This design comes from an exercise in tuning for small area on the open sky130 flow, not from production work.
Only simulation tests tie the RTL to the original design; equivalence was not proved.
Power figures rest on the tool's default switching activity, not on a simulated workload.

$ cat design/flow/design.v
module gtx_usrclk_monitor #(
  parameter int    CHNL_NUM = 8,
  parameter        BUFG_NUM = "multi",
  parameter int    WIN_CYC  = 16000,
  parameter int    CNT_W    = 16,
  parameter int    EXP_CNT  = 1250,
  parameter int    TOL      = 8,
  parameter int    LOCK_WIN = 4
) (
  input  logic                            clk,
  input  logic                            rst,
  input  logic [CHNL_NUM-1:0]             tx_clk_tog,
  input  logic [CHNL_NUM-1:0]             rx_clk_tog,
  input  logic                            clr_loss,
  input  logic [$clog2(2*CHNL_NUM)-1:0]   cnt_sel,
  output logic [CHNL_NUM-1:0]             tx_clk_ok,
  output logic [CHNL_NUM-1:0]             rx_clk_ok,
  output logic [CHNL_NUM-1:0]             tx_loss,
  output logic [CHNL_NUM-1:0]             rx_loss,
  output logic [CNT_W-1:0]                cnt_rd,
  output logic                            win_done
);
  localparam int NMON  = 2 * CHNL_NUM;
  localparam int WIN_W = $clog2(WIN_CYC);
  localparam int EW    = $clog2(WIN_CYC + 1);    
  localparam int LO    = EXP_CNT - TOL;
  localparam int RNG   = 2 * TOL;                
  localparam int RB    = $clog2(RNG + 1);        
  localparam logic [WIN_W-1:0] WIN_START = WIN_W'((1 << WIN_W) - WIN_CYC);
  localparam logic [EW-1:0]    CNT_START = EW'((1 << EW) - LO);
  localparam logic [EW-1:0]    LO_V      = EW'(LO);
  localparam bit USE_LFSR = (WIN_CYC == 16000) && (WIN_W == 14);
  localparam logic [13:0] LF_SEED = 14'd293;
  localparam logic [13:0] LF_END  = 14'd12434;
  localparam logic [13:0] LF_FIX  = 14'h2000;    
  function automatic logic [WIN_W:0] inc_win(input logic [WIN_W-1:0] a, input logic ci);
    logic c;
    c = ci;
    for (int i = 0; i < WIN_W; i++) begin
      inc_win[i] = a[i] ^ c;
      c          = a[i] & c;
    end
    inc_win[WIN_W] = c;
  endfunction
  function automatic logic [EW-1:0] inc_cnt(input logic [EW-1:0] a, input logic ci);
    logic c;
    c = ci;
    for (int i = 0; i < EW; i++) begin
      inc_cnt[i] = a[i] ^ c;
      c          = a[i] & c;
    end
  endfunction
  function automatic logic [EW-1:0] add_lo(input logic [EW-1:0] a);
    logic c;
    c = 1'b0;
    for (int i = 0; i < EW; i++) begin
      add_lo[i] = a[i] ^ LO_V[i] ^ c;
      c         = LO_V[i] ? (a[i] | c) : (a[i] & c);
    end
  endfunction
  logic [WIN_W-1:0]    win_q;
  logic [WIN_W:0]      win_inc;
  logic                done_q;
  logic                win_end;
  logic                cnt_vld;
  logic                cnt_clr;
  logic [1:0]          rst_seen;
  logic [NMON-1:0]     tog;
  logic [EW-1:0]       cnt_arr [NMON];
  logic [NMON-1:0]     ok_vec;
  logic [NMON-1:0]     loss_vec;
  logic [WIN_W-1:0]    win_nxt;
  logic [WIN_W-1:0]    win_rst;
  if (USE_LFSR) begin : g_lfsr
    assign win_inc = '0;
    assign win_end = (win_q == LF_END);
    assign win_rst = LF_SEED;
    assign win_nxt = {win_q[12:0], win_q[13] ^ win_q[9] ^ win_q[2] ^ win_q[0]}
                     ^ (win_end ? LF_FIX : 14'd0);
  end else begin : g_bin
    assign win_inc = inc_win(win_q, 1'b1);
    assign win_end = win_inc[WIN_W];
    assign win_rst = WIN_START;
    assign win_nxt = win_inc[WIN_W-1:0] | (win_end ? WIN_START : '0);
  end
  assign cnt_clr = win_end | rst_seen[0] | rst_seen[1];
  assign tog     = {rx_clk_tog, tx_clk_tog};
  always_ff @(posedge clk or posedge rst) begin
    if (rst) begin
      win_q   <= win_rst;
      done_q  <= 1'b0;
      rst_seen <= 2'b11;
      cnt_vld <= 1'b0;
    end else begin
      win_q   <= win_nxt;
      done_q  <= win_end;
      rst_seen <= {rst_seen[0], 1'b0};
      if (done_q) cnt_vld <= 1'b1;
    end
  end
  for (genvar m = 0; m < NMON; m++) begin : g_mon
    logic [2:0]       sync_q;
    logic [EW-1:0]    edge_q;
    logic [EW-1:0]    edge_d;
    logic [EW-1:0]    cnt_q;
    logic [2:0]       st_q;
    logic             up;
    logic             loss_q;
    logic             good;
    assign edge_d = inc_cnt(edge_q, sync_q[1] ^ sync_q[2]);
    assign good   = (edge_d[EW-1:RB] == '0) && (!edge_d[RB-1] || (edge_d[RB-2:0] == '0));
    assign up     = st_q[2];
    always_ff @(posedge clk or posedge rst) begin
      if (rst) begin
        sync_q[0] <= 1'b0;
        st_q   <= '0;
        loss_q <= 1'b0;
      end else begin
        sync_q[0] <= tog[m];
        loss_q <= (win_end && up && !good) | (loss_q & ~clr_loss);
        if (win_end) begin
          st_q[0] <= good & ~st_q[1];
          st_q[1] <= good & (st_q[1] | st_q[0]);
          st_q[2] <= good & st_q[1] & ~st_q[0];
        end
      end
    end
    always_ff @(posedge clk) begin
      sync_q[2:1] <= sync_q[1:0];
      edge_q <= cnt_clr ? CNT_START : edge_d;
      if (win_end) cnt_q <= edge_d;
    end
    assign cnt_arr[m]  = cnt_q;
    assign ok_vec[m]   = up;
    assign loss_vec[m] = loss_q;
  end
  assign tx_clk_ok = ok_vec[CHNL_NUM-1:0];
  assign tx_loss   = loss_vec[CHNL_NUM-1:0];
  assign rx_clk_ok = ok_vec[NMON-1:CHNL_NUM];
  assign rx_loss   = loss_vec[NMON-1:CHNL_NUM];
  assign win_done  = done_q;
  logic [EW-1:0] rd_q;
  always_ff @(posedge clk) rd_q <= add_lo(cnt_arr[cnt_sel]);
  assign cnt_rd = cnt_vld ? CNT_W'(rd_q) : '0;
endmodule
module gtx_usrclk_monitor_top (
  input  logic        clk,
  input  logic        rst,
  input  logic [7:0]  tx_clk_tog,
  input  logic [7:0]  rx_clk_tog,
  input  logic        clr_loss,
  input  logic [3:0]  cnt_sel,
  output logic [7:0]  tx_clk_ok,
  output logic [7:0]  rx_clk_ok,
  output logic [7:0]  tx_loss,
  output logic [7:0]  rx_loss,
  output logic [15:0] cnt_rd,
  output logic        win_done
);
  gtx_usrclk_monitor #(
    .CHNL_NUM(8), .BUFG_NUM("multi"), .WIN_CYC(16000), .CNT_W(16),
    .EXP_CNT(1250), .TOL(8), .LOCK_WIN(4)
  ) u_mon (
    .clk(clk),
    .rst(rst),
    .tx_clk_tog(tx_clk_tog),
    .rx_clk_tog(rx_clk_tog),
    .clr_loss(clr_loss),
    .cnt_sel(cnt_sel),
    .tx_clk_ok(tx_clk_ok),
    .rx_clk_ok(rx_clk_ok),
    .tx_loss(tx_loss),
    .rx_loss(rx_loss),
    .cnt_rd(cnt_rd),
    .win_done(win_done)
  );
endmodule
$ cat design/flow/flow/run.sh
#!/bin/bash
# Layout flow: the standard ORFS flow (standard synthesis unchanged), with
# these changes to how the layout is built:
#  * clock tree synthesis without dummy loads (-dont_use_dummy_load) and with
#    the buffer and clustering options in flow/cts_args.txt,
#  * the port buffers that ORFS inserts on every input and output use the
#    smallest buffer, sky130_fd_sc_hd__buf_1,
#  * any further ORFS variables listed one per line in flow/make_args.txt.
# Each tool's output goes to a log file in the work folder.
set -euo pipefail
CTS="-sink_clustering_enable -repair_clock_nets -dont_use_dummy_load"
if [[ -f flow/cts_args.txt ]]; then CTS="$(cat flow/cts_args.txt)"; fi
EXTRA=()
if [[ -f flow/make_args.txt ]]; then mapfile -t EXTRA < flow/make_args.txt; fi
bash standard.sh "CTS_ARGS=$CTS" "BUFFER_PORTS_ARGS=-buffer_cell sky130_fd_sc_hd__buf_1" "${EXTRA[@]}" finish > standard_flow.log 2>&1
$ cat design/flow/flow/cts_args.txt
-sink_clustering_enable -repair_clock_nets -dont_use_dummy_load -buf_list sky130_fd_sc_hd__clkbuf_8 -sink_clustering_size 16 -sink_clustering_max_diameter 100
$ cat design/flow/standard.sh
#!/bin/bash
# synth_recipe.tcl (not shown) runs the flow's synth.tcl, then flattens the netlist and writes it again
# the make line also repeats each setting of config.mk as NAME=value (left out here)
make -C /OpenROAD-flow-scripts/flow DESIGN_CONFIG=/design/flow/config.mk WORK_HOME=/design/flow/orfs CLKGATE_MAP_FILE= SYNTH_SCRIPT=/design/flow/synth_recipe.tcl "${@:-finish}"
$ cat design/flow/config.mk
export PLATFORM = sky130hd
export DESIGN_NAME = gtx_usrclk_monitor_top
export DESIGN_NICKNAME = gtx_usrclk_monitor_top
export VERILOG_FILES = /design/flow/design.v
export SDC_FILE = /design/flow/constraint.sdc
export NUM_CORES = 4
export LEC_CHECK = 0
export CAP_MARGIN = 20
export CORE_MARGIN = 2
export CORE_UTILIZATION = 60
export PLACE_DENSITY = 0.75
export SLEW_MARGIN = 20
$ cat design/flow/constraint.sdc
create_clock -name core_clock -period 5.0 [get_ports {clk}]
set_input_delay 1.0000 -clock core_clock [delete_from_list [all_inputs] [get_ports {clk}]]
set_output_delay 1.0000 -clock core_clock [all_outputs]
set_load 0.01 [all_outputs]
==> results of run 1 <==
==> registers in the layout, summed over array words and instances, names as in the netlist <==
signal,flops
u_mon.win_q,14
u_mon.cnt_vld,1
u_mon.g_mon.cnt_q,224
u_mon.g_mon.st_q,48
u_mon.g_mon.edge_q,224
u_mon.g_mon.loss_q,16
u_mon.rst_seen,2
u_mon.g_mon.sync_q,48
u_mon.rd_q,14
u_mon.done_q,1
==> per-stage QoR <==
stage                     area (µm²)  total power [mW]
after CTS                      24400              7.67
after detailed placement       23800              5.55
after global routing           24400              7.88
after floorplan                23100              5.41
final                          24400              7.58
after global placement         23800              5.55
==> worst min path at each step <==
stage                             startpoint                  endpoint  slack (ns)  depth (start not counted)
CTS                 u_mon.g_mon[1].sync_q[0]  u_mon.g_mon[1].sync_q[1]        0.34                          0
global route        u_mon.g_mon[7].sync_q[0]  u_mon.g_mon[7].sync_q[1]        0.35                          0
floorplan           u_mon.g_mon[0].sync_q[0]  u_mon.g_mon[0].sync_q[1]        0.32                          0
finish              u_mon.g_mon[1].sync_q[0]  u_mon.g_mon[1].sync_q[1]        0.34                          0
detailed placement  u_mon.g_mon[1].sync_q[0]  u_mon.g_mon[1].sync_q[1]        0.33                          0
global placement    u_mon.g_mon[2].sync_q[0]  u_mon.g_mon[2].sync_q[1]        0.32                          0
==> logic make-up (layout without fill, tap and decap cells) <==
logic type | Yosys count | in the layout
flip-flops | 592 | 592
AND/OR/NAND/NOR | 471 | 471
adder cells (fa/ha/maj) | 219 | 219
AO/OA/AOI/OAI | 215 | 215
buffers and inverters | 139 | 185
multiplexers | 40 | 40
XOR/XNOR | 36 | 36
other | 1 | 4
==> metal layers <==
layer	vias up	GRT usage, %	routed length (µm)
li1	6210	-	-
met1	6578	38.8	24000
met2	354	41.5	23700
met3	90	4.05	2820
met4	0	8.66	1550
met5	-	0	0
==> synthesized netlist by cell type (all sizes together) (30+ instances only) <==
library cell / count
a21oi: 32
a22o: 30
and2: 131
buf: 77
dfrtp: 92
dfxtp: 270
edfxtp: 224
ha: 219
inv: 35
nand2: 68
nand2b: 118
nor2: 45
nor4: 33
o21ai: 37
==> final cells by class <==
cell class | count | area, µm²
timing repair buffer | 108 | 632
sequential | 592 | 14600
clock buffer | 42 | 578
tap | 511 | 639
antenna | 1 | 2.50
inverter | 35 | 144
fill | 2853 | 13400
multi-input combinational | 984 | 7770
==> power by group <==
group	total, mW	switching (mW)	internal, mW
Combinational	0.375	0.236	0.139
Clock	2.13	1.38	0.758
Sequential	5.07	0.0197	5.05
Total	7.58	1.63	5.95
==> cell usage in the layout (no fill, tap or decap), types with 9 or more instances in the layout <==
cell type,count
mux2i_1,27
mux2_2,10
nand2_1,68
and2_1,131
o31ai_1,16
buf_4,33
nand3b_1,22
edfxtp_1,224
o21ai_0,37
ha_1,219
dfrtp_1,92
a21oi_1,32
a22oi_1,14
nand4_1,17
nand2b_1,118
nor2_1,44
a32oi_1,13
buf_1,65
nor2b_1,9
xnor2_1,18
a22o_1,30
o41ai_1,16
xor2_1,18
inv_1,33
nor4_1,33
clkbuf_8,42
o22ai_1,9
dfxtp_1,270
==> results.cfg, run 1 <==
[outcome]
status = complete, no violations

[place]
port_buffers = 69
place_congestion = 1.00
pre_cts_ws_ns = 0.0769
hpwl_mm = 38.2
dp_cells = 2230

[synth]
synth_area_leader_cell = edfxtp_1
yosys.cell_types.count = 68
synth_edf_count = 224
synth-simple-area-share_pct = 11.7
ys_seq_elements = 592
synth.avg_cell_area_um2 = 13.5
synth_top_family_by_area = adder cells
synth_top_area_share_pct = 29.1
synth_cells = 1713
synth_mux_area_share_pct = 1.95
synth_flop_cell = dfxtp_1
async_flop_share_pct = 16.6
synth_fa_ha_area_share_pct = 11.9
synth_compound_area_share_pct = 6.74
synth-seq-area-share_pct = 63.2
synth_area_um2 = 23100
synthTopCellsByArea = edfxtp_1 29%, dfxtp_1 23%, ha_1 12%
yosysWarnings = 2
synth_xor_area_share_pct = 1.37

[grt]
grt_max_degree = 225
gr-usage-all-layers_pct = 26.7
antenna_found_initial = 2
overflow = 0
grt_pass1_vias = 13234
grt_pass1_wl_mm = 80.5

[drt]
wl_per_cell_um = 22.9
ant_nets = 0
wirelength_mm = 52.0
drtIter0Drc = 927
vias = 13232
drc = 0
firstDrtPassIters = 5
vias_per_cell = 5.82

[critical_path]
cp_cell_sequence = xor2_1, ha_1, ha_1, ha_1, ha_1, ha_1, ha_1, ha_1, ha_1, ha_1, ha_1, ha_1, ha_1, ha_1, nor4_1, nand4_1, and2_1, a22o_1
crit_end = u_mon.g_mon[1].loss_q
startpoint_type = register
cpMaxStageDelayCell = nand4_1
worstPathRequired_ns = 5.53
startpoint = u_mon.g_mon[1].sync_q[2]
arrival_ns = 4.99
cp_top_family = adder cells
slowest_delay_ns = 0.41
worstPathMaxFanout = 3
critPathBufInv = 0
r2r-start = u_mon.g_mon[1].sync_q[2]
cp.depth = 18
crit_type = reg2reg
crit_path_end_kind = register
r2r_slack_ns = 0.54
r2r_end = u_mon.g_mon[1].loss_q
cpMostUsedCell = ha_1
r2r_cells = 18

[power_and_ir_drop]
powerDensity_nw_per_um2 = 311
peakVddDrop_mv = 0.252
leakage_nw = 9.61

[timing]
fmax_mhz = 224
maxSlewHeadroom_pct = 39.8
rsz0062_at_grt = false
fin_skew_ns = 0.0467
hold_viol = 0
layout_setup_ws_ns = 0.542
setup_viol = 0
fin_crit_sh_pct = 89.2
hold-worst-slack_ns = 0.345
drv_slew = 0
fin_crit_ns = 4.46
tightestPinTransition_ns = 0.902
fin_tns_setup_ns = 0

[clocking]
clock_latency_ns = 0.64
cts_hold_buffers = 0
htree_levels = 2
ctsResizeCount = 0
cts_buffers = 42
cts_tree = yes
path_clk_slew_ns = 0.10
cts_sinks = 592
cts_buffer_depth = 3
post-cts-setup-buffer-count = 0
cts-root-buf = clkbuf_8

[floorplanning]
start_util_pct = 61.1
core_region_area_um2 = 37800
ios = 72
dieHeight_um = 200
die_area_um2 = 40100
row_count = 71
die_x_um = 200

[cells_and_area]
nNetsFinal = 2005
fin_util_pct = 64.5
final-instance-count-excl-fill = 2273
final_layout_size_suffix_gt1_share_pct = 6.30
area_growth_pct = 5.53

[flow_run]
drv_cap = 0

[min_path]
hold_class = reg2reg
==> inputs of run 2 (changes only) <==
--- a/design/flow/config.mk
+++ b/design/flow/config.mk
@@ -8,5 +8,5 @@
 export CAP_MARGIN = 20
 export CORE_MARGIN = 2
-export CORE_UTILIZATION = 60
-export PLACE_DENSITY = 0.75
+export CORE_UTILIZATION = 70
+export PLACE_DENSITY = 0.8
 export SLEW_MARGIN = 20
==> run 2 against run 1 <==
Sequential power about the same. Synthesized area unchanged. Combinational power decreased by 2%. Clock-buffer cell count unchanged. Clock power about the same. Cell count decreased by 3.2%. Die area decreased by 14%. Worst setup slack got worse by 0.20 ns. Sequential share of layout area increased by 0.31 points. Routed wire length increased by 1.7%.
==> results.cfg, run 2 <==
[cells_and_area]
nNetsFinal = 2002
fillerInstances = 2169
final_layout_size_suffix_gt1_share_pct = 6.14
layout_common_cells = 270 x dfxtp_1, 224 x edfxtp_1, 219 x ha_1
area_growth_pct = 4.99
layout_commonest_cell = dfxtp_1
reg_top3 = u_mon.g_mon.cnt_q: 224 flops, u_mon.g_mon.edge_q: 224 flops

[flow_run]
drv_cap = 0

[synth]
async_flop_share_pct = 16.6
yosysWarnings = 2
ys_seq_elements = 592
synth_flop_cell = dfxtp_1
synth_top_area_share_pct = 29.1
synth_area_leader_cell = edfxtp_1
synth-seq-area-share_pct = 63.2
yosys.cell_types.count = 68
yosysMostFrequentCell = dfxtp_1
synth_cells = 1713
synthTopCellsByCount = 270 x dfxtp_1, 224 x edfxtp_1, 219 x ha_1
synth_edf_count = 224
synthTopCellsByArea = edfxtp_1 29%, dfxtp_1 23%, ha_1 12%
synth_area_um2 = 23100
synth.avg_cell_area_um2 = 13.5

[clocking]
cts_buffer_depth = 3
cts_sinks = 592
cts_hold_buffers = 0
path_clk_slew_ns = 0.09
cts_buffers = 42
cts-root-buf = clkbuf_8
ctsResizeCount = 0
post-cts-setup-buffer-count = 0
cts_tree = yes
htree_levels = 2
clock_latency_ns = 0.59

[power_and_ir_drop]
leakage_nw = 9.59
peakVddDrop_mv = 0.300
powerDensity_nw_per_um2 = 313

[floorplanning]
die_area_um2 = 34400
dieHeight_um = 186
die_x_um = 186
start_util_pct = 70.9
row_count = 66
ios = 72
core_region_area_um2 = 32500

[drt]
wirelength_mm = 52.9
ant_nets = 0
drtIter0Drc = 1088
vias = 13435
wl_per_cell_um = 24.0
vias_per_cell = 6.10
drc = 0
firstDrtPassIters = 8

[place]
port_buffers = 69
pre_cts_ws_ns = 0.195
hpwl_mm = 39.0
place_congestion = 0.969

[critical_path]
startpoint_type = register
crit_type = reg2reg
arrival_ns = 5.14
cp_cell_sequence = xor2_1, ha_1, ha_1, ha_1, ha_1, ha_1, ha_1, ha_1, ha_1, ha_1, ha_1, ha_1, ha_1, ha_1, nor4_1, nand4_1, and2_1, a22o_1
cpMostUsedCell = ha_1
cpMaxStageDelayCell = nand4_1
crit_path_end_kind = register
worstPathRequired_ns = 5.48
r2r_cells = 18
slowest_delay_ns = 0.44
worstPathMaxFanout = 3

[timing]
fin_tns_setup_ns = 0
fin_skew_ns = 0.0357
hold_viol = 0
tightestPinTransition_ns = 0.866
setup_viol = 0
layout_setup_ws_ns = 0.343
maxSlewHeadroom_pct = 42.2
fin_crit_sh_pct = 93.1
fmax_mhz = 215
drv_slew = 0
hold-worst-slack_ns = 0.348
rsz0062_at_grt = false
fin_crit_ns = 4.66

[grt]
grt_pass1_vias = 13249
antenna_found_initial = 2
overflow = 0
gr-usage-all-layers_pct = 31.6
grt_max_degree = 211
grt_pass1_wl_mm = 79.3

[outcome]
status = complete, no violations

[min_path]
hold_class = reg2reg
min_path_cells = 0
-- run 2: changes by cell type in the layout (fill, tap and decap cells not counted) --
cell and change:
buf_4 -2, buf_12 -1, inv_6 -1, inv_4 +1
-- run 2: where the power goes --
group	leakage [nW]	internal [mW]	total (mW)	switching, mW
sequential	5.52	5.05	5.07	0.0210
combinational	3.77	0.135	0.366	0.231
clock	0.302	0.758	2.14	1.39
-- run 2: worst max-delay path, delay by kind of cell (launching register included) --
family | cells | cell delay, ns
DFF | 1 | 0.32
AOI/OAI and AO/OA | 1 | 0.18
and+or+nand+nor | 3 | 1.10
xor gates and xnor gates | 1 | 0.17
adders and majority gates | 13 | 2.80
-- run 2: area by class of cell --
class                   count  area (µm²)  share of cell area (%)
well taps                 442         553                    2.28
flip-flops and latches    592       14600                    60.2
multi-input cells         984        7770                    32.1
repair buffers            105         597                    2.46
clock buffers              42         578                    2.39
inverters                  35         141                   0.583
diodes                      1        2.50                  0.0103
-- run 2: through the flow --
step           utilization (%)  power (mW)  cells  cell area (µm²)
3_3_place_gp              72.7        5.53   2158            23700
6_report                  74.5        7.58   2201            24200
2_1_floorplan                -        5.41   1715            23100
4_1_cts                   74.5        7.62   2200            24200
3_5_place_dp              72.7        5.54   2158            23700
5_1_grt                   74.5        7.82   2200            24200
-- run 2: cells by family after synthesis --
family,count (synthesis),share of synthesized area [%]
AO/OA/AOI/OAI,215,6.74
XOR/XNOR,36,1.37
adder cells (fa/ha/maj),219,11.9
buffers and inverters,139,3.15
flip-flops,592,63.2
multiplexers,40,1.95
other,1,0.0162
AND/OR/NAND/NOR,471,11.7
-- run 2: worst paths after layout --
| path | start | to | slack, ns |
|---|---|---|---|
| setup / recovery | u_mon.g_mon[1].sync_q[2] | u_mon.g_mon[1].loss_q | 0.34 |
| hold / removal | u_mon.g_mon[0].sync_q[0] | u_mon.g_mon[0].sync_q[1] | 0.35 |
| setup reg to reg | u_mon.g_mon[1].sync_q[2] | u_mon.g_mon[1].loss_q | 0.34 |
| hold reg to reg | u_mon.g_mon[0].sync_q[0] | u_mon.g_mon[0].sync_q[1] | 0.35 |
| max in group asynchronous | rst | u_mon.rst_seen[1] | 3.39 |
| min in group asynchronous | rst | u_mon.g_mon[14].loss_q | 0.59 |
-- run 2: routing by layer --
layer / share of wire, % / wire length [µm] / track usage, % / vias up
li1: - / - / - / 6212
met1: 43 / 22600 / 43.8 / 6621
met2: 46 / 24100 / 49.6 / 472
met3: 7.2 / 3830 / 6.34 / 130
met4: 4.5 / 2370 / 12.9 / 0
met5: 0 / 0 / 0 / -
==> inputs of run 3 (changes only) <==
==> design/flow/flow/cts_args.txt (replaced) <==
-sink_clustering_enable -repair_clock_nets -dont_use_dummy_load -buf_list sky130_fd_sc_hd__clkbuf_8 -sink_clustering_size 18 -sink_clustering_max_diameter 90
==> run 3 against run 2 <==
Fmax shrank 1.2%. Combinational power is essentially flat. Cell area fell by 0.24%. First-iteration DRC count increased by 1.7%. Global-route usage is 0.10 points lower. Critical endpoint unchanged. Highest routed layer is now met5. Via count down 0.39%. Worst setup slack got worse by 0.057 ns. Routed wire length decreased by 0.33%. Total power shrank 1.4%. Sequential share of layout area is 0.14 points higher. Clock power fell by 5%. Sequential power hardly changed.
==> results.cfg, run 3 <==
[critical_path]
worstPathMaxFanout = 3
worstPathRequired_ns = 5.47
crit_type = reg2reg
arrival_ns = 5.19
startpoint_type = register
crit_path_end_kind = register

[timing]
fin_tns_setup_ns = 0
fmax_mhz = 212
tightestPinTransition_ns = 0.902
rsz0062_at_grt = false
fin_crit_ns = 4.71
layout_setup_ws_ns = 0.285
fin_crit_sh_pct = 94.3
drv_slew = 0
setup_viol = 0
fin_skew_ns = 0.0225
hold-worst-slack_ns = 0.350
maxSlewHeadroom_pct = 39.9
hold_viol = 0

[floorplanning]
dieHeight_um = 186
core_region_area_um2 = 32500
ios = 72
die_area_um2 = 34400
start_util_pct = 70.9
row_count = 66
die_x_um = 186

[grt]
overflow = 0
grt_pass1_vias = 13166
grt_max_degree = 211
antenna_found_initial = 3
grt_pass1_wl_mm = 79.3
gr-usage-all-layers_pct = 31.5

[drt]
drtIter0Drc = 1107
ant_nets = 0
wl_per_cell_um = 24.0
vias = 13382
wirelength_mm = 52.7
drc = 0
vias_per_cell = 6.09
firstDrtPassIters = 6

[min_path]
hold_class = reg2reg

[outcome]
status = complete, no violations

[cells_and_area]
area_growth_pct = 4.74
multi_input_area_um2 = 7770
fin_util_pct = 74.3
ff_latch_area_um2 = 14600
final_layout_size_suffix_gt1_share_pct = 5.93
fillerInstances = 2161
layout_common_cells = 270 x dfxtp_1, 224 x edfxtp_1, 219 x ha_1
antenna_cells = 0
reg_top3 = u_mon.g_mon.cnt_q: 224 flops, u_mon.g_mon.edge_q: 224 flops
layout_commonest_cell = dfxtp_1
nNetsFinal = 1998

[power_and_ir_drop]
leakage_nw = 9.56
intPower_mw = 5.88
clkPwrFrac_pct = 27.3
seqPwrFrac_pct = 67.8
total_power_mw = 7.48
p_sw_share_pct = 21.4
powerDensity_nw_per_um2 = 309
p_comb_share_pct = 4.9
peakVddDrop_mv = 0.273
switchingPower_mw = 1.60

[clocking]
cts-root-buf = clkbuf_8
path_clk_slew_ns = 0.10
htree_levels = 2
clock_latency_ns = 0.57
cts_buffer_depth = 3
post-cts-setup-buffer-count = 0
ctsResizeCount = 0
cts_tree = yes
cts_buffers = 38
cts_sinks = 592
cts_hold_buffers = 0

[synth]
yosysWarnings = 2
synth_cells = 1713
synth.avg_cell_area_um2 = 13.5
synth_area_leader_cell = edfxtp_1
ys_seq_elements = 592
synth_flop_cell = dfxtp_1
yosys.cell_types.count = 68
synth_edf_count = 224
synthTopCellsByArea = edfxtp_1 29%, dfxtp_1 23%, ha_1 12%
synth-seq-area-share_pct = 63.2
synthTopCellsByCount = 270 x dfxtp_1, 224 x edfxtp_1, 219 x ha_1
async_flop_share_pct = 16.6
synth_top_area_share_pct = 29.1
yosysMostFrequentCell = dfxtp_1
synth_area_um2 = 23100

[place]
place_congestion = 0.969
port_buffers = 69
hpwl_mm = 39.0
pre_cts_ws_ns = 0.195

[flow_run]
drv_cap = 0
-- run 3: per-stage QoR --
step / instances / instance area (µm²)
2_1_floorplan: 1715 / 23100
5_1_grt: 2196 / 24200
6_report: 2196 / 24200
3_5_place_dp: 2158 / 23700
3_3_place_gp: 2158 / 23700
4_1_cts: 2196 / 24200
-- run 3: final timing paths --
check                                               from                  endpoint  slack (ns)  cells past startpoint
worst max register to register  u_mon.g_mon[1].sync_q[2]     u_mon.g_mon[1].loss_q        0.29                     18
min in group asynchronous                            rst   u_mon.g_mon[15].st_q[1]        0.59                      2
worst max-delay path            u_mon.g_mon[1].sync_q[2]     u_mon.g_mon[1].loss_q        0.29                     18
max in group asynchronous                            rst         u_mon.rst_seen[1]        3.38                      3
worst min-delay path            u_mon.g_mon[0].sync_q[0]  u_mon.g_mon[0].sync_q[1]        0.35                      0
worst min register to register  u_mon.g_mon[0].sync_q[0]  u_mon.g_mon[0].sync_q[1]        0.35                      0
-- run 3: critical path: stages, from the launching register on --
cell	delay, ns
dfxtp_1	0.32
xor2_1	0.17
ha_1	0.21
ha_1	0.21
ha_1	0.21
ha_1	0.21
ha_1	0.20
ha_1	0.20
ha_1	0.21
ha_1	0.20
ha_1	0.20
ha_1	0.22
ha_1	0.22
ha_1	0.20
ha_1	0.33
nor4_1	0.32
nand4_1	0.46
and2_1	0.36
a22o_1	0.18
-- run 3: cell type report --
type / instances / share of cell area [%]
Clock buffer: 38 / 2.16
Inverter: 35 / 0.585
Multi-Input combinational cell: 984 / 32.1
Sequential cell: 592 / 60.4
Tap cell: 442 / 2.29
Timing Repair Buffer: 105 / 2.47
-- run 3: logic make-up (layout without fill, tap and decap cells) --
kind of cell / count (synthesis) / in the layout / synth area share [%]
compound gates: 215 / 215 / 6.74
xor+xnor: 36 / 36 / 1.37
fa+ha+maj: 219 / 219 / 11.9
buf+inv: 139 / 178 / 3.15
flops: 592 / 592 / 63.2
mux: 40 / 40 / 1.95
other cells: 1 / 3 / 0.0162
simple gates: 471 / 471 / 11.7
-- run 3: power by group through the flow --
stage	registers [mW]	clock network (mW)	logic, mW
4_1_cts	5.07	2.09	0.363
5_1_grt	5.08	2.24	0.401
3_3_place_gp	5.18	0	0.355
3_5_place_dp	5.18	0	0.360
2_1_floorplan	5.17	0	0.237
6_report	5.07	2.04	0.366
-- run 3: layer usage --
layer	vias to the layer above	track usage (%)	share of wire, %
met3	93	5.46	6.4
li1	6202	-	-
met1	6653	44.2	43
met2	428	50.7	47
met4	6	10.1	3.2
met5	-	0	0.078
==> inputs of run 4 (changes only) <==
--- a/design/flow/design.v
+++ b/design/flow/design.v
@@ -100,5 +100,6 @@
   end
   for (genvar m = 0; m < NMON; m++) begin : g_mon
-    logic [2:0]       sync_q;
+    logic             sync0_q;                  
+    logic [1:0]       sync_q;                   
     logic [EW-1:0]    edge_q;
     logic [EW-1:0]    edge_d;
@@ -108,14 +109,14 @@
     logic             loss_q;
     logic             good;
-    assign edge_d = inc_cnt(edge_q, sync_q[1] ^ sync_q[2]);
+    assign edge_d = inc_cnt(edge_q, sync_q[0] ^ sync_q[1]);
     assign good   = (edge_d[EW-1:RB] == '0) && (!edge_d[RB-1] || (edge_d[RB-2:0] == '0));
     assign up     = st_q[2];
     always_ff @(posedge clk or posedge rst) begin
       if (rst) begin
-        sync_q[0] <= 1'b0;
+        sync0_q <= 1'b0;
         st_q   <= '0;
         loss_q <= 1'b0;
       end else begin
-        sync_q[0] <= tog[m];
+        sync0_q <= tog[m];
         loss_q <= (win_end && up && !good) | (loss_q & ~clr_loss);
         if (win_end) begin
@@ -127,5 +128,5 @@
     end
     always_ff @(posedge clk) begin
-      sync_q[2:1] <= sync_q[1:0];
+      sync_q <= {sync_q[0], sync0_q};
       edge_q <= cnt_clr ? CNT_START : edge_d;
       if (win_end) cnt_q <= edge_d;
==> design/flow/flow/cts_args.txt (replaced) <==
-sink_clustering_enable -repair_clock_nets -dont_use_dummy_load -buf_list sky130_fd_sc_hd__clkbuf_8 -sink_clustering_size 16 -sink_clustering_max_diameter 100
--- a/design/flow/config.mk
+++ b/design/flow/config.mk
@@ -8,5 +8,5 @@
 export CAP_MARGIN = 20
 export CORE_MARGIN = 2
-export CORE_UTILIZATION = 70
-export PLACE_DENSITY = 0.8
+export CORE_UTILIZATION = 80
+export PLACE_DENSITY = 0.88
 export SLEW_MARGIN = 20
==> run 4 against run 3 <==
Sequential power about the same. Cell count down 2.4%. Register-to-register slack worse by 0.13 ns. Critical path depth unchanged. Die area down 12%. Clock skew up 0.052 ns. Cell area about the same. Clock power up 5%.
==> results.cfg, run 4 <==
[power_and_ir_drop]
switchingPower_mw = 1.66
p_comb_share_pct = 4.9
intPower_mw = 5.94
seqPwrFrac_pct = 66.8
p_sw_share_pct = 21.8
powerDensity_nw_per_um2 = 315
clkPwrFrac_pct = 28.3
peakVddDrop_mv = 0.290
leakage_nw = 9.59

[synth]
async_flop_share_pct = 16.6
synth_area_um2 = 23100
synthTopCellsByCount = 270 x dfxtp_1, 224 x edfxtp_1, 219 x ha_1
synth_area_leader_cell = edfxtp_1
synthTopCellsByArea = edfxtp_1 29%, dfxtp_1 23%, ha_1 12%
synth.avg_cell_area_um2 = 13.5
yosysMostFrequentCell = dfxtp_1
synth_edf_count = 224
yosysWarnings = 2
synth_flop_cell = dfxtp_1
synth_cells = 1713
ys_seq_elements = 592
synth_top_area_share_pct = 29.1
yosys.cell_types.count = 68
synth-seq-area-share_pct = 63.2

[cells_and_area]
area_growth_pct = 4.70
fillerInstances = 1306
ff_latch_area_um2 = 14600
layout_common_cells = 270 x dfxtp_1, 224 x edfxtp_1, 219 x ha_1
antenna_cells = 0
multi_input_area_um2 = 7770
nNetsFinal = 2003
reg_top3 = u_mon.g_mon.cnt_q: 224 flops, u_mon.g_mon.edge_q: 224 flops, u_mon.g_mon.st_q: 48 flops
final_layout_size_suffix_gt1_share_pct = 6.20
layout_commonest_cell = dfxtp_1

[floorplanning]
dieHeight_um = 174
row_count = 62
ios = 72
die_area_um2 = 30200
start_util_pct = 80.9
die_x_um = 174
core_region_area_um2 = 28500

[place]
port_buffers = 69
place_congestion = 0.993
hpwl_mm = 40.6
pre_cts_ws_ns = 0.119

[timing]
fin_crit_ns = 4.85
maxSlewHeadroom_pct = 34.3
hold_viol = 0
fin_skew_ns = 0.0744
layout_setup_ws_ns = 0.154
setup_viol = 0
tightestPinTransition_ns = 0.985
rsz0062_at_grt = false
fin_crit_sh_pct = 96.9
fmax_mhz = 206
drv_slew = 0
fin_tns_setup_ns = 0

[clocking]
htree_levels = 2
ctsResizeCount = 0
cts_hold_buffers = 0
cts_tree = yes
cts_buffers = 42
cts-root-buf = clkbuf_8
cts_buffer_depth = 3
cts_sinks = 592
path_clk_slew_ns = 0.10
clock_latency_ns = 0.62
post-cts-setup-buffer-count = 0

[drt]
wirelength_mm = 59.2
ant_nets = 0
wl_per_cell_um = 27.6
drtIter0Drc = 1704
dr_wl_met2_mm = 28.8
drc = 0
wl_met1_mm = 22.2
firstDrtPassIters = 7
vias_per_cell = 6.74
vias = 14446
wl_met3_mm = 5.28
highest_layer = met5

[grt]
grt_max_degree = 225
antenna_found_initial = 4
gr-usage-all-layers_pct = 39.9
overflow = 0
grt_pass1_wl_mm = 89.6
grt_pass1_vias = 14683

[critical_path]
worstPathMaxFanout = 3
worstPathRequired_ns = 5.50
startpoint_type = register
crit_path_end_kind = register
crit_type = reg2reg
arrival_ns = 5.35

[flow_run]
drv_cap = 0

[outcome]
status = complete, no violations

[min_path]
hold_class = reg2reg
==> run 4: cell counts after synthesis <==
No cell type changed its count.
==> run 4: logic make-up after synthesis <==
family	Yosys count	share of synthesized area (%)
AOI/OAI and AO/OA	215	6.74
xor gates and xnor gates	36	1.37
adders and majority gates	219	11.9
buffers and inverters	139	3.15
DFF	592	63.2
muxes	40	1.95
other	1	0.0162
and+or+nand+nor	471	11.7
==> run 4: routing by layer <==
| layer | global-route usage [%] | vias up |
|---|---|---|
| met5 | 0 | - |
| met3 | 7.48 | 187 |
| met2 | 66.6 | 871 |
| met1 | 52.2 | 7189 |
| li1 | - | 6193 |
| met4 | 16.5 | 6 |
==> run 4: through the flow <==
stage / cell area [µm²] / power [mW] / util (%) / std cells / hold slack [ns]
after detailed placement: 23600 / 5.54 / 82.6 / 2101 / 0.327
after global placement: 23600 / 5.52 / 82.6 / 2101 / 0.325
final: 24200 / 7.60 / 84.7 / 2143 / 0.350
after global routing: 24200 / 7.80 / 84.7 / 2143 / 0.362
after CTS: 24200 / 7.61 / 84.7 / 2143 / 0.350
after floorplan: 23100 / 5.41 / - / 1715 / 0.324
==> run 4: cell type report <==
| type | instances | area share, % |
|---|---|---|
| flip-flops and latches | 592 | 60.4 |
| multi-input cells | 984 | 32.2 |
| repair buffers | 106 | 2.50 |
| clock buffers | 42 | 2.39 |
| well taps | 384 | 1.99 |
| inverters | 35 | 0.585 |
==> run 4: final timing paths <==
kind,to,start,slack (ns),cells after the start
min in group asynchronous,u_mon.g_mon[13].loss_q,rst,0.55,2
max in group asynchronous,u_mon.win_q[2],rst,3.40,3
min,u_mon.g_mon[9].sync_q[0],u_mon.g_mon[9].sync0_q,0.35,0
max reg2reg,u_mon.g_mon[1].loss_q,u_mon.g_mon[1].sync_q[1],0.15,18
min reg2reg,u_mon.g_mon[9].sync_q[0],u_mon.g_mon[9].sync0_q,0.35,0
max,u_mon.g_mon[1].loss_q,u_mon.g_mon[1].sync_q[1],0.15,18
==> run 4: power by group through the flow <==
stage	clock [mW]	sequential [mW]	combinational, mW
after detailed placement	0	5.18	0.358
final	2.15	5.08	0.374
after global placement	0	5.18	0.345
after CTS	2.17	5.08	0.365
after floorplan	0	5.17	0.237
after global routing	2.32	5.08	0.402
==> run 4: critical path, stage by stage (launching register included) <==
cell     delay, ns
dfxtp_1       0.32
xor2_1        0.19
ha_1          0.23
ha_1          0.20
ha_1          0.20
ha_1          0.21
ha_1          0.20
ha_1          0.21
ha_1          0.22
ha_1          0.22
ha_1          0.21
ha_1          0.20
ha_1          0.20
ha_1          0.19
ha_1          0.34
nor4_1        0.41
nand4_1       0.49
and2_1        0.36
a22o_1        0.18
==> inputs of run 5 (changes only) <==
--- a/design/flow/config.mk
+++ b/design/flow/config.mk
@@ -8,5 +8,5 @@
 export CAP_MARGIN = 20
 export CORE_MARGIN = 2
-export CORE_UTILIZATION = 80
-export PLACE_DENSITY = 0.88
+export CORE_UTILIZATION = 70
+export PLACE_DENSITY = 0.8
 export SLEW_MARGIN = 20
==> run 5 against run 4 <==
Worst setup slack gained 0.19 ns. Critical path depth is the same. Still clean on timing, DRC and antenna. Cell count grew 2.7%. Clock power is essentially flat. Largest power group unchanged. Total power shrank 0.29%.
==> results.cfg, run 5 <==
[floorplanning]
start_util_pct = 70.9
die_x_um = 186
ios = 72
row_count = 66
die_area_um2 = 34400
core_region_area_um2 = 32500
dieHeight_um = 186

[flow_run]
drv_cap = 0

[drt]
ant_nets = 0
vias = 13435
drtIter0Drc = 1088
firstDrtPassIters = 8
drc = 0
vias_per_cell = 6.10
wl_per_cell_um = 24.0
wirelength_mm = 52.9

[synth]
synth_flop_cell = dfxtp_1
yosys.cell_types.count = 68
synth_area_leader_cell = edfxtp_1
yosysWarnings = 2
synth-seq-area-share_pct = 63.2
synthTopCellsByCount = 270 x dfxtp_1, 224 x edfxtp_1, 219 x ha_1
async_flop_share_pct = 16.6
synth_cells = 1713
synth_top_area_share_pct = 29.1
ys_seq_elements = 592
yosysMostFrequentCell = dfxtp_1
synth.avg_cell_area_um2 = 13.5
synth_area_um2 = 23100
synthTopCellsByArea = edfxtp_1 29%, dfxtp_1 23%, ha_1 12%
synth_edf_count = 224

[critical_path]
cpMaxStageDelayCell = nand4_1
worstPathRequired_ns = 5.48
slowest_delay_ns = 0.44
crit_path_end_kind = register
r2r_end = u_mon.g_mon[1].loss_q
worstPathMaxFanout = 3
r2r_slack_ns = 0.34
arrival_ns = 5.14
cpMostUsedCell = ha_1
r2r-start = u_mon.g_mon[1].sync_q[1]
cp_cell_sequence = xor2_1, ha_1, ha_1, ha_1, ha_1, ha_1, ha_1, ha_1, ha_1, ha_1, ha_1, ha_1, ha_1, ha_1, nor4_1, nand4_1, and2_1, a22o_1
crit_type = reg2reg
r2r_cells = 18
startpoint_type = register

[cells_and_area]
area_growth_pct = 4.99
multi_input_area_um2 = 7770
reg_top3 = u_mon.g_mon.cnt_q: 224 flops, u_mon.g_mon.edge_q: 224 flops, u_mon.g_mon.st_q: 48 flops
nNetsFinal = 2002
layout_common_cells = 270 x dfxtp_1, 224 x edfxtp_1, 219 x ha_1
ff_latch_area_um2 = 14600
fillerInstances = 2169
layout_commonest_cell = dfxtp_1
final_layout_size_suffix_gt1_share_pct = 6.14

[clocking]
cts_hold_buffers = 0
path_clk_slew_ns = 0.09
cts-root-buf = clkbuf_8
cts_sinks = 592
htree_levels = 2
cts_buffer_depth = 3
cts_buffers = 42
ctsResizeCount = 0
clock_latency_ns = 0.59
cts_tree = yes
post-cts-setup-buffer-count = 0

[timing]
maxSlewHeadroom_pct = 42.2
fin_crit_ns = 4.66
fin_crit_sh_pct = 93.1
hold_viol = 0
rsz0062_at_grt = false
setup_viol = 0
fin_tns_setup_ns = 0
drv_slew = 0
fin_skew_ns = 0.0357
fmax_mhz = 215
tightestPinTransition_ns = 0.866

[min_path]
hold_class = reg2reg
holdCritStartpoint = u_mon.g_mon[0].sync0_q
min_path_cells = 0
hold_end = u_mon.g_mon[0].sync_q[0]

[grt]
globalRouteMet2Util_pct = 49.6
grt_max_degree = 211
gr-usage-all-layers_pct = 31.6
use_met1_pct = 43.8
antenna_found_initial = 2
overflow = 0
grt_pass1_wl_mm = 79.3
use_met3_pct = 6.34
grt_pass1_vias = 13249
busiest_layer = met2

[power_and_ir_drop]
leakage_nw = 9.59
total_power_mw = 7.58
peakVddDrop_mv = 0.300
powerDensity_nw_per_um2 = 313

[place]
place_congestion = 0.969
port_buffers = 69
hpwl_mm = 39.0

[outcome]
status = complete, no violations
-- run 5: cell count changes in the layout (fill, tap and decap cells not counted), sizes merged --
| cell | before | now |
|---|---|---|
| buf | 102 | 101 |
| diode | 0 | 1 |
-- run 5: stage by stage --
step           worst slack (ns)  cells  instance area (µm²)  utilization, %  hold WS [ns]
3_5_place_dp              0.195   2158                23700            72.7         0.327
2_1_floorplan             0.635   1715                23100               -         0.324
6_report                  0.343   2201                24200            74.5         0.348
4_1_cts                   0.296   2200                24200            74.5         0.348
3_3_place_gp              0.242   2158                23700            72.7         0.325
5_1_grt                   0.189   2200                24200            74.5         0.358
-- run 5: metal layers --
layer | vias up | share of wire [%] | wire, µm
met1 | 6621 | 43 | 22600
met4 | 0 | 4.5 | 2370
met3 | 130 | 7.2 | 3830
li1 | 6212 | - | -
met2 | 472 | 46 | 24100
met5 | - | 0 | 0
-- run 5: how the worst max path moves through the flow --
stage	from	depth (start not counted)	slack [ns]	to
detailed placement	cnt_sel[1]	26	0.19	u_mon.rd_q[13]
floorplan	cnt_sel[1]	25	0.63	u_mon.rd_q[13]
global route	u_mon.g_mon[1].sync_q[1]	18	0.19	u_mon.g_mon[1].loss_q
global placement	cnt_sel[1]	26	0.24	u_mon.rd_q[13]
CTS	u_mon.g_mon[1].sync_q[1]	18	0.30	u_mon.g_mon[1].loss_q
finish	u_mon.g_mon[1].sync_q[1]	18	0.34	u_mon.g_mon[1].loss_q
-- run 5: cell families (layout without fill, tap and decap cells) --
kind of cell / after synthesis / in the layout / synth area share, %
xor+xnor: 36 / 36 / 1.37
mux: 40 / 40 / 1.95
simple gates: 471 / 471 / 11.7
compound gates: 215 / 215 / 6.74
flops: 592 / 592 / 63.2
fa+ha+maj: 219 / 219 / 11.9
buf+inv: 139 / 182 / 3.15
other cells: 1 / 4 / 0.0162
-- run 5: report_power, final --
group	switching (mW)	internal (mW)	total [mW]
Combinational	0.231	0.135	0.366
Clock	1.39	0.758	2.14
Sequential	0.0210	5.05	5.07
-- run 5: area by class of cell --
| class | count | area share [%] |
|---|---|---|
| flip-flops and latches | 592 | 60.2 |
| multi-input cells | 984 | 32.1 |
| repair buffers | 105 | 2.46 |
| clock buffers | 42 | 2.39 |
| well taps | 442 | 2.28 |
| inverters | 35 | 0.583 |
| diodes | 1 | 0.0103 |
-- run 5: critical path: cells and delay by family, from the launching register on --
kind            cells  cell delay, ns
fa+ha+maj          13            2.80
simple gates        3            1.10
flops               1            0.32
compound gates      1            0.18
xor+xnor            1            0.17

-- static timing again, ports no longer ideal --
The results above use ideal ports. As a check the final layouts listed here were re-extracted and re-timed, cells and wires unchanged. Step 1 assumes that a clkbuf_16 drives the clock port and a buf_2 every other input. Step 2, shift: input delay + t, output delay - t, t = (earliest + latest rising clock arrival at the registers) / 2. This alone moves slack from input paths to output paths. a / b / c = ideal / step 1 / step 2; a / b = the first two.
run | shift t [ns] | setup slack, ns | worst setup path at the end | latest minus earliest clock arrival (ns) | slew at the worst register clock pin (ns)
run 1 | 0.667 | 0.542 / 0.542 / 0.007 | input to register | 0.047 / 0.047 | 0.11 / 0.11
run 2 | 0.621 | 0.343 / 0.343 / 0.097 | input to register | 0.037 / 0.037 | 0.11 / 0.11
run 3 | 0.615 | 0.285 / 0.285 / 0.116 | input to register | 0.028 / 0.028 | 0.12 / 0.12
run 4 | 0.633 | 0.154 / 0.154 / 0.020 | input to register | 0.079 / 0.079 | 0.11 / 0.11
run 5 | 0.621 | 0.343 / 0.343 / 0.097 | input to register | 0.037 / 0.037 | 0.11 / 0.11
After both steps setup and hold are still met in every run listed. The setup slack of run 1, which loses most, moves by 0.000 ns with the drivers and by -0.535 ns with both steps.
